This is an optimization exercise on Yosys and OpenROAD, whose aim is small area, a short achievable clock period and few clock cycles per item, not a production implementation. Function was not checked in any run shown here: the RTL went through the layout flow alone.

==> flow/design.v (outline; a module is shown in full before it is edited, if it fits) <==
// module fp_mul_rr_sched: 217 lines
// module mul24: 2270 lines
// module bsel: 4 lines
// module bneg: 3 lines
// module fa3: 3 lines
// module bkadd48: 318 lines
// module shr26: 442 lines
// module mxi: 3 lines
module fp_mul_rr_sched #(
  parameter int NEXP  = 8,
  parameter int NSIG  = 23,
  parameter int NREQ  = 4,
  parameter int IDW   = $clog2(NREQ),
  parameter int NFLAG = 6
) (
  input  logic                           clk,
  input  logic                           rst_n,
  input  logic [NREQ-1:0]                req_valid,
  output logic [NREQ-1:0]                req_ready,
  input  logic [NREQ*(NEXP+NSIG+1)-1:0]  req_a,
  input  logic [NREQ*(NEXP+NSIG+1)-1:0]  req_b,
  input  logic [NREQ*3-1:0]              req_rnd,
  output logic                           rsp_valid,
  input  logic                           rsp_ready,
  output logic [NEXP+NSIG:0]             rsp_p,
  output logic [NFLAG-1:0]               rsp_flags,
  output logic [IDW-1:0]                 rsp_id,
  output logic                           busy
);
  // ...
==> flow/flow/run.sh <==
#!/bin/bash
# Standard ORFS layout (the standard.sh), with plain buffers on the ports
# instead of the delay cells buffer_ports picks by default, and with timing
# repair asked to keep a setup margin, so that it works on the paths that set
# the achieved period rather than stopping once the 18 ns clock is met.
set -euo pipefail
export BUFFER_PORTS_ARGS="-buffer_cell sky130_fd_sc_hd__buf_1"
export SETUP_SLACK_MARGIN=10
bash standard.sh finish > standard_flow.log 2>&1
==> flow/standard.sh <==
#!/bin/bash
# synth_recipe.tcl (not shown) runs the flow's synth.tcl, then flattens the netlist and writes it again
# the make line also repeats each setting of config.mk as NAME=value (left out here)
make -C /OpenROAD-flow-scripts/flow DESIGN_CONFIG=/design/flow/config.mk WORK_HOME=/design/flow/orfs CLKGATE_MAP_FILE= SYNTH_SCRIPT=/design/flow/synth_recipe.tcl "${@:-finish}"
==> flow/config.mk <==
export PLATFORM = sky130hd
export DESIGN_NAME = fp_mul_rr_sched
export DESIGN_NICKNAME = fp_mul_rr_sched
export VERILOG_FILES = /design/flow/design.v
export SDC_FILE = /design/flow/constraint.sdc
export NUM_CORES = 4
export LEC_CHECK = 0
export CAP_MARGIN = 20
export CORE_MARGIN = 2
export CORE_UTILIZATION = 60
export SLEW_MARGIN = 20
export SYNTH_HIERARCHICAL = 1
==> flow/constraint.sdc <==
create_clock -name core_clock -period 18.0 [get_ports {clk}]
set_input_delay 3.6000 -clock core_clock [delete_from_list [all_inputs] [get_ports {clk}]]
set_output_delay 3.6000 -clock core_clock [all_outputs]
set_load 0.01 [all_outputs]
==> results.cfg, run 1 <==
[status]
outcome = no timing/DRC/antenna violations

[finish]
multi_input_area_share_pct = 68.3
areaGrowthSynthToFinish_pct = 11.7
drive_gt1_share_pct = 5.99
fin_cells = 3412
inverters = 133
design_area_sq_um = 26900
num-multi-input-gates = 2146

[clock_tree]
cts_tree = built
htreeDepth = 4
clkTransAtPathRegs_ns = 0.08

[synthesis]
synth.most_common_cell = o22ai_1
syn_area_per_cell_sq_um = 9.52
synth_top_family_by_area = adder cells
synth-seq-cells = 188

[worst_setup_path]
crit_buf_inv = 2
crit_chain = buf_8 > a22oi_2 > o21ai_1 > a221o_1 > nor2_1 > buf_2
crit_path_top_delay_cell = a221o_1
slowest_delay_ns = 0.33
r2r_cells = 21
required_ns = 14.40

[placement]
dp_hpwl_mm = 59.0
port_buffers = 320
place_area_sq_um = 26000

[global_route]
grt_pass1_wl_mm = 127
grt_pass1_vias = 23100
grt_antenna_before_repair = 2
grt-ovfl-total = 0
use_met3_pct = 12.6

[drt]
dr.pass1.iters = 10
vias = 23300
ant_nets = 0

[timing]
finalCritPeriodShare_pct = 45.1
holdWs_ns = 0.421
rsz0062_at_grt = true
report.final.hold_viol_count = 0

[hold_path]
whs_path_depth = 0

[flow_run]
cap_violations = 0

[die]
die_y_um = 204
==> module fp_mul_rr_sched, before the edit <==
module fp_mul_rr_sched #(
  parameter int NEXP  = 8,
  parameter int NSIG  = 23,
  parameter int NREQ  = 4,
  parameter int IDW   = $clog2(NREQ),
  parameter int NFLAG = 6
) (
  input  logic                           clk,
  input  logic                           rst_n,
  input  logic [NREQ-1:0]                req_valid,
  output logic [NREQ-1:0]                req_ready,
  input  logic [NREQ*(NEXP+NSIG+1)-1:0]  req_a,
  input  logic [NREQ*(NEXP+NSIG+1)-1:0]  req_b,
  input  logic [NREQ*3-1:0]              req_rnd,
  output logic                           rsp_valid,
  input  logic                           rsp_ready,
  output logic [NEXP+NSIG:0]             rsp_p,
  output logic [NFLAG-1:0]               rsp_flags,
  output logic [IDW-1:0]                 rsp_id,
  output logic                           busy
);
  localparam int W = NEXP + NSIG + 1;
  logic            v2, adv2, adv3, take, room;
  logic [IDW-1:0]  s1Id, predIdx;
  logic [NREQ-1:0] ptrOh, s1Oh, choiceOh, nextOh, predOh, ptrNext;
  logic [NREQ-1:0] s1Mask, predMask;
  logic            go;
  assign adv3 = !rsp_valid || rsp_ready;
  assign adv2 = !v2 || adv3;
  assign busy = v2 || rsp_valid;
  function automatic logic [NREQ-1:0] rr_first(input logic [NREQ-1:0] v,
                                               input logic [NREQ-1:0] startOh);
    logic [NREQ-1:0] r;
    logic            hit, clear;
    for (int i = 0; i < NREQ; i++) begin
      hit = 1'b0;
      for (int gap = 1; gap <= NREQ; gap++) begin
        clear = 1'b1;
        for (int m = 1; m < gap; m++) clear = clear & ~v[(i - m + NREQ) % NREQ];
        hit = hit | (startOh[(i - gap + NREQ) % NREQ] & clear);
      end
      r[i] = v[i] & hit;
    end
    rr_first = r;
  endfunction
  function automatic logic [NREQ-1:0] between(input logic [NREQ-1:0] p,
                                              input logic [NREQ-1:0] q);
    logic [NREQ-1:0] r;
    logic            seenQ;
    for (int j = 0; j < NREQ; j++) begin
      r[j]  = 1'b0;
      seenQ = 1'b0;
      for (int d = 1; d < NREQ; d++) begin
        seenQ = seenQ | q[(j - d + 1 + NREQ) % NREQ];
        r[j]  = r[j] | (p[(j - d + NREQ) % NREQ] & ~seenQ);
      end
    end
    between = r;
  endfunction
  assign go        = room || rsp_ready;
  assign take      = |(req_valid & s1Oh) && !(|(req_valid & s1Mask)) && go;
  always_comb begin
    for (int i = 0; i < NREQ; i++)
      req_ready[i] = s1Oh[i] && req_valid[i] && !(|(req_valid & s1Mask)) && go;
  end
  assign choiceOh  = rr_first(req_valid, ptrOh);
  assign nextOh = rr_first(req_valid & ~s1Oh, s1Oh);
  assign predOh   = take ? nextOh : choiceOh;
  assign ptrNext  = take ? s1Oh : ptrOh;
  assign predMask = between(ptrNext, predOh);
  always_comb begin
    predIdx = '0;
    for (int i = 0; i < NREQ; i++) if (predOh[i]) predIdx = IDW'(i);
  end
  always_ff @(posedge clk or negedge rst_n) begin
    if (!rst_n) begin
      v2        <= 1'b0;
      rsp_valid <= 1'b0;
      ptrOh     <= NREQ'(1) << (NREQ - 1);
      s1Oh      <= '0;
      room      <= 1'b0;
    end else begin
      if (adv2) v2 <= take;
      if (adv3) rsp_valid <= v2;
      ptrOh <= ptrNext;
      s1Oh  <= predOh;
      room  <= !((adv2 ? take : v2) && (adv3 ? v2 : rsp_valid));
    end
  end
  logic [W-1:0]   s1A, s1B;
  logic           s1Rnd;
  logic [W-1:0]   s1In_a, s1In_b;
  logic           s1In_r;
  localparam int SW = 2 * W + 1;
  logic [SW-1:0]   selIn [NREQ];
  logic [SW-1:0]   selOut;
  logic [NREQ-1:0] predN;
  assign predN = ~predOh;
  always_comb begin
    for (int i = 0; i < NREQ; i++)
      selIn[i] = {req_a[i*W +: W], req_b[i*W +: W], req_rnd[i*3 +: 3] == 3'b100};
  end
  if (NREQ == 4) begin : gSel4
    for (genvar g = 0; g < SW; g++) begin : gBit
      logic h01, h23;
      mxi uLo (.a(selIn[0][g]), .b(selIn[1][g]), .sn(predN[0]), .s(predN[1]), .y(h01));
      mxi uHi (.a(selIn[2][g]), .b(selIn[3][g]), .sn(predN[2]), .s(predN[3]), .y(h23));
      assign selOut[g] = ~(h01 | h23);
    end
  end else begin : gSelN
    always_comb begin
      selOut = '0;
      for (int i = 0; i < NREQ; i++) selOut |= selIn[i] & {SW{predOh[i]}};
    end
  end
  assign {s1In_a, s1In_b, s1In_r} = selOut;
  always_ff @(posedge clk) begin
    s1A    <= s1In_a;
    s1B    <= s1In_b;
    s1Rnd  <= s1In_r;
    s1Id   <= predIdx;
    s1Mask <= predMask;
  end
  logic [NEXP-1:0] expA, expB;
  logic [NSIG-1:0] fracA, fracB;
  logic            nanA, nanB, infA, infB, zeroA, zeroB, subA, subB;
  logic [47:0]     prod;
  logic [4:0]      lzA, lzB, lzm;
  logic [8:0]      sumE;
  logic signed [10:0] d;
  logic [5:0]      uL, uR;
  assign expA  = s1A[W-2:NSIG];
  assign expB  = s1B[W-2:NSIG];
  assign fracA = s1A[NSIG-1:0];
  assign fracB = s1B[NSIG-1:0];
  assign subA  = ~(|expA);
  assign subB  = ~(|expB);
  assign nanA  = (&expA) & (|fracA);
  assign nanB  = (&expB) & (|fracB);
  assign infA  = (&expA) & ~(|fracA);
  assign infB  = (&expB) & ~(|fracB);
  assign zeroA = subA & ~(|fracA);
  assign zeroB = subB & ~(|fracB);
  mul24 uMul (.a({~subA, fracA}), .b({~subB, fracB}), .p(prod));
  always_comb begin
    lzA = 5'd24;
    for (int i = 0; i < NSIG; i++) if (fracA[i]) lzA = 5'(NSIG - i);
    if (!subA) lzA = 5'd0;
    lzB = 5'd24;
    for (int i = 0; i < NSIG; i++) if (fracB[i]) lzB = 5'(NSIG - i);
    if (!subB) lzB = 5'd0;
    lzm = lzA | lzB;
    sumE = 9'({expA[7:1], expA[0] | subA}) + 9'({expB[7:1], expB[0] | subB});
    d = 11'(sumE) - 11'sd127 - 11'(lzm);
    uL = 6'd24 - 6'(lzm);
    uR = (sumE < 9'd102) ? 6'd63 : 6'(9'd151 - sumE);
  end
  logic [47:0]    s2P;
  logic [5:0]     s2U;
  logic           s2DGt0;
  logic [7:0]     s2E;
  logic           s2Sgn, s2Rnd, s2Nan, s2Inf, s2Zero, s2Snan;
  logic [IDW-1:0] s2Id;
  always_ff @(posedge clk) begin
    if (adv2) begin
      s2P    <= prod;
      s2U    <= (d >= 0) ? uL : uR;
      s2E    <= (d < 0) ? 8'd0 : (d > 11'sd255) ? 8'd255 : d[7:0];    
      s2DGt0 <= d > 0;
      s2Sgn  <= s1A[W-1] ^ s1B[W-1];
      s2Rnd  <= s1Rnd;
      s2Nan  <= nanA | nanB | (infA & zeroB) | (zeroA & infB);
      s2Inf  <= infA | infB;
      s2Zero <= zeroA | zeroB;
      s2Snan <= (nanA & ~fracA[NSIG-1]) | (nanB & ~fracB[NSIG-1]);
      s2Id   <= s1Id;
    end
  end
  logic [49:0] pExt;
  logic [25:0] q;
  logic        q47, fine, guard, ovf;
  logic [22:0] frac;
  logic [9:0]  e;
  logic [30:0] mag;
  logic [31:0] pOut;
  assign pExt = {s2P, 2'b00};
  shr26 uShr (.x(pExt), .u(s2U), .q(q));
  always_comb begin
    q47   = q[25];
    fine  = s2DGt0 & ~q47;
    frac  = fine ? q[23:1] : q[24:2];
    guard = fine ? q[0] : q[1];
    e     = 10'(s2E) + 10'(q47);    
    ovf   = e > 10'd254;
    mag   = {e[7:0], frac} + 31'(s2Rnd & guard);
    if (s2Nan)                pOut = 32'h7FC00000;
    else if (s2Inf || ovf)    pOut = {s2Sgn, 8'hFF, 23'b0};
    else if (s2Zero)          pOut = {s2Sgn, 31'b0};
    else                      pOut = {s2Sgn, mag};
  end
  logic rSnan;
  always_ff @(posedge clk) begin
    if (adv3) begin
      rsp_p  <= pOut;
      rSnan  <= s2Snan;
      rsp_id <= s2Id;
    end
  end
  logic allOnes, allZero, fracNz;
  always_comb begin
    allOnes = &rsp_p[30:23];
    allZero = ~(|rsp_p[30:23]);
    fracNz  = |rsp_p[22:0];
    rsp_flags = {~allOnes & ~allZero, allZero & fracNz, allZero & ~fracNz,
                 allOnes & ~fracNz, allOnes & fracNz, rSnan};
  end
endmodule
==> run 2: changes to the inputs <==
--- a/flow/design.v
+++ b/flow/design.v
@@ -61,5 +61,15 @@
   assign take      = |(req_valid & s1Oh) && !(|(req_valid & s1Mask)) && go;
-  always_comb begin
-    for (int i = 0; i < NREQ; i++)
-      req_ready[i] = s1Oh[i] && req_valid[i] && !(|(req_valid & s1Mask)) && go;
+  if (NREQ == 4) begin : gReady4
+    for (genvar i = 0; i < 4; i++) begin : gReq
+      localparam int J1 = (i + 1) % 4, J2 = (i + 2) % 4, J3 = (i + 3) % 4;
+      logic clr;
+      aoi222 uClr (.a1(req_valid[J1]), .a2(s1Mask[J1]), .b1(req_valid[J2]), .b2(s1Mask[J2]),
+                   .c1(req_valid[J3]), .c2(s1Mask[J3]), .y(clr));
+      and4m uRdy (.a(s1Oh[i]), .b(req_valid[i]), .c(clr), .d(go), .y(req_ready[i]));
+    end
+  end else begin : gReadyN
+    always_comb begin
+      for (int i = 0; i < NREQ; i++)
+        req_ready[i] = s1Oh[i] && req_valid[i] && !(|(req_valid & s1Mask)) && go;
+    end
   end
@@ -90,6 +100,6 @@
   logic [W-1:0]   s1A, s1B;
-  logic           s1Rnd;
+  logic           s1Rnd, s1HidA, s1HidB;
   logic [W-1:0]   s1In_a, s1In_b;
-  logic           s1In_r;
-  localparam int SW = 2 * W + 1;
+  logic           s1In_r, s1In_ha, s1In_hb;
+  localparam int SW = 2 * W + 3;
   logic [SW-1:0]   selIn [NREQ];
@@ -100,3 +110,4 @@
     for (int i = 0; i < NREQ; i++)
-      selIn[i] = {req_a[i*W +: W], req_b[i*W +: W], req_rnd[i*3 +: 3] == 3'b100};
+      selIn[i] = {req_a[i*W +: W], req_b[i*W +: W], req_rnd[i*3 +: 3] == 3'b100,
+                  |req_a[i*W + NSIG +: NEXP], |req_b[i*W + NSIG +: NEXP]};
   end
@@ -115,3 +126,3 @@
   end
-  assign {s1In_a, s1In_b, s1In_r} = selOut;
+  assign {s1In_a, s1In_b, s1In_r, s1In_ha, s1In_hb} = selOut;
   always_ff @(posedge clk) begin
@@ -120,2 +131,4 @@
     s1Rnd  <= s1In_r;
+    s1HidA <= s1In_ha;
+    s1HidB <= s1In_hb;
     s1Id   <= predIdx;
@@ -143,3 +156,3 @@
   assign zeroB = subB & ~(|fracB);
-  mul24 uMul (.a({~subA, fracA}), .b({~subB, fracB}), .p(prod));
+  mul24 uMul (.a({s1HidA, fracA}), .b({s1HidB, fracB}), .p(prod));
   always_comb begin
@@ -217,2 +230,9 @@
 endmodule
+module aoi222 (input logic a1, input logic a2, input logic b1, input logic b2,
+               input logic c1, input logic c2, output logic y);
+  assign y = ~((a1 & a2) | (b1 & b2) | (c1 & c2));
+endmodule
+module and4m (input logic a, input logic b, input logic c, input logic d, output logic y);
+  assign y = a & b & c & d;
+endmodule
 module mul24 (
==> run 2 against run 1 <==
Effect of this change:
- via count increased by 1.3%
- critical path depth decreased by 2
- fmax increased by 0.93%
- non-clock buffer count decreased by 17
- first-iteration DRC count increased by 2.8%
- routed wire length decreased by 0.40%
- sequential share of layout area increased by 0.13 points
- critical path type unchanged
- largest cell class unchanged
==> results.cfg, run 2 <==
[status]
outcome = no timing/DRC/antenna violations

[clock_tree]
cts_tree = built
worstSkewPairLatency_ns = 0.47
clkTransAtPathRegs_ns = 0.08
root_buffer = clkbuf_16
cts_buffers = 17
postCtsHoldBufs = 0
clock_path_buffers = 2
htreeDepth = 4
cts_sinks = 190

[synthesis]
yosysWarnings = 9
synth-seq-cells = 190
ys_seq_area_share_pct = 20.3
ys_types = 93
netlist_instances = 2550
syn-cell-area_sq_um = 24300
synthArstFlopShare_pct = 5.79
syn_area_per_cell_sq_um = 9.52
synth_edf_count = 106
synth.most_common_cell = o22ai_1
synth_ff_type = edfxtp_1
ys_top_cells_by_count = o22ai_1, xor2_1, fa_1
synth_top_area_cell = fa_1
ys_top_cells_by_area = fa_1, o22ai_1, edfxtp_1
netlist.area_leader.share_pct = 23.9

[flow_run]
cap_violations = 0

[global_route]
grt_max_degree = 73
grt.total_usage_pct = 39.3
grt_pass1_vias = 23400
grt_antenna_before_repair = 2
grt-ovfl-total = 0
grt_pass1_wl_mm = 128

[placement]
port_buffers = 320
dp_hpwl_mm = 59.9
placedCellCount = 3388
gp_congestion = 0.976
pre_cts_slack_ns = 9.79
place_area_sq_um = 26200

[timing]
fin_skew_ns = 0.0162
tns_ns = 0
min_period_ns = 8.04
relSlewSlack_pct = 17.1
drv_slew = 0
report.final.hold_viol_count = 0
setup_viol_count_final = 0
tightest_slew_ns = 1.24
rsz0062_at_grt = true
setup_ws_ns = 9.96
fmax_mhz = 124
finalCritPeriodShare_pct = 44.7

[worst_setup_path]
crit_type = in -> out
end_kind = output port
cpLargestDelayFamily = compound AO/OA/AOI/OAI gates
required_ns = 14.40
cp.arrival_ns = 4.44
crit_chain = buf_12 > a222oi_1 > and4_1 > buf_2
crit_buf_inv = 2
slowest_delay_ns = 0.33
crit_path_top_delay_cell = a222oi_1
cp-start-kind = input pin
crit_fanout = 5

[finish]
fin_nets = 3540
design_area_sq_um = 26900
final_common_cell = o22ai_1
areaGrowthSynthToFinish_pct = 10.9
drive_gt1_share_pct = 5.21
largest_reg_flops = 48
top_register = s2P
fin_cells = 3428
final_cell_mix = o22ai_1, buf_1, xor2_1, fa_1, nor2_1

[drt]
dr.pass1.iters = 6
wire_per_inst_um = 24.2
vias = 23600
routed_wirelength_mm = 83.0
first_iter_violations = 3016
avgViaCountPerCell = 6.88
drc_errors = 0
ant_nets = 0

[die]
die_area_sq_um = 42100
rows = 73
die_x_um = 205
die_y_um = 205
core_sq_um = 39800
pin_count = 321
initial_core_util_pct = 61.0

[hold_path]
min_path_type = reg -> reg
run 2: cell types whose count changed after synthesis, moves of 7 or more:
cell | previous run | this run
inv_1 | 132 | 139
nor2_1 | 171 | 151
nor4_1 | 14 | 39
o21ai_0 | 74 | 60
o22ai_1 | 577 | 590
xor2_1 | 309 | 300
run 2: cell type report:
| cell class | instances | area (sq um) |
|---|---|---|
| antenna | 2 | 5.00 |
| timing repair buffer | 371 | 1660 |
| multi-input combinational | 2168 | 18500 |
| inverter | 140 | 527 |
| tap | 525 | 657 |
| clock inverter | 15 | 163 |
| sequential | 190 | 4940 |
| clock buffer | 17 | 425 |
| fill | 3226 | 12900 |
run 2: worst paths after layout:
check | cells past startpoint | slack [ns] | to | from
max | 4 | 9.96 | req_ready[0] | req_valid[1]
min | 0 | 0.41 | s2Id[0] | s1Id[0]
max reg2reg | 19 | 10.21 | s2P[39] | s1B[0]
min reg2reg | 0 | 0.41 | s2Id[0] | s1Id[0]
max in group asynchronous | 1 | 14.42 | ptrOh[0] | rst_n
min in group asynchronous | 1 | 3.14 | ptrOh[2] | rst_n
run 2: through the flow:
step | utilization (%) | hold WS [ns]
floorplan | - | 0.386
global placement | 65.8 | 0.387
detailed placement | 65.8 | 0.394
CTS | 67.4 | 0.409
global route | 67.6 | 0.420
finish | 67.6 | 0.409
run 2: per-module statistics from Yosys (local to each module, per instance):
module / area (sq um) / times used
fp_mul_rr_sched: 9140 / 1
bkadd48: 2050 / 1
mul24: 1210 / 1
shr26: 494 / 1
fa3: 20.0 / 264
aoi222: 10.0 / 4
and4m: 8.76 / 4
bneg: 8.76 / 276
bsel: 6.26 / 276
mxi: 6.26 / 301
run 2: repair_timing:
item	CTS	global route
resized for setup	21	8
setup buffers	2	3
pin swaps	4	4
setup endpoints to repair	4	14
run 2: per-layer routing:
metal  vias to the layer above  track usage, %  share of wire [%]
met5                         -               0                  0
met3                       243            9.87                 11
met1                     11400            51.7                 38
li1                      10300               -                  -
met2                      1689            61.9                 46
met4                         0            17.2                4.3
run 2: cell families (layout without fill, tap and decap cells):
logic type               count (synthesis)  in the layout  synth area share, %
other                                    2              5               0.0309
AO/OA/AOI/OAI                          898            898                 23.6
flip-flops                             190            190                 20.3
XOR/XNOR                               365            365                 13.3
multiplexers                             6              6                0.247
AND/OR/NAND/NOR                        519            519                 10.7
buffers and inverters                  193            543                 3.50
adder cells (fa/ha/maj)                377            377                 28.4

[re-timing with driven ports]
The results above use ideal ports. As a check the final layouts listed here were re-extracted and re-timed, cells and wires unchanged.
Step 1, drivers: a clkbuf_16 drives clk and a buf_2 each remaining input, both assumed.
Step 2 also shifts input and output timing later by t, the mid clock arrival at the registers, as if the neighbouring blocks saw the same clock.
Slacks: ideal / step 1 / step 2; pairs: ideal / step 1.
run | t, ns | slack for setup (ns) | latest minus earliest clock arrival (ns)
run 1 | 0.517 | 9.881 / 9.837 / 9.837 | 0.016 / 0.016
run 2 | 0.517 | 9.956 / 9.894 / 9.894 | 0.016 / 0.016
After both steps setup and hold are still met in every run listed. The setup slack of run 2, which loses most, moves by -0.062 ns with the drivers and by -0.062 ns with both steps.
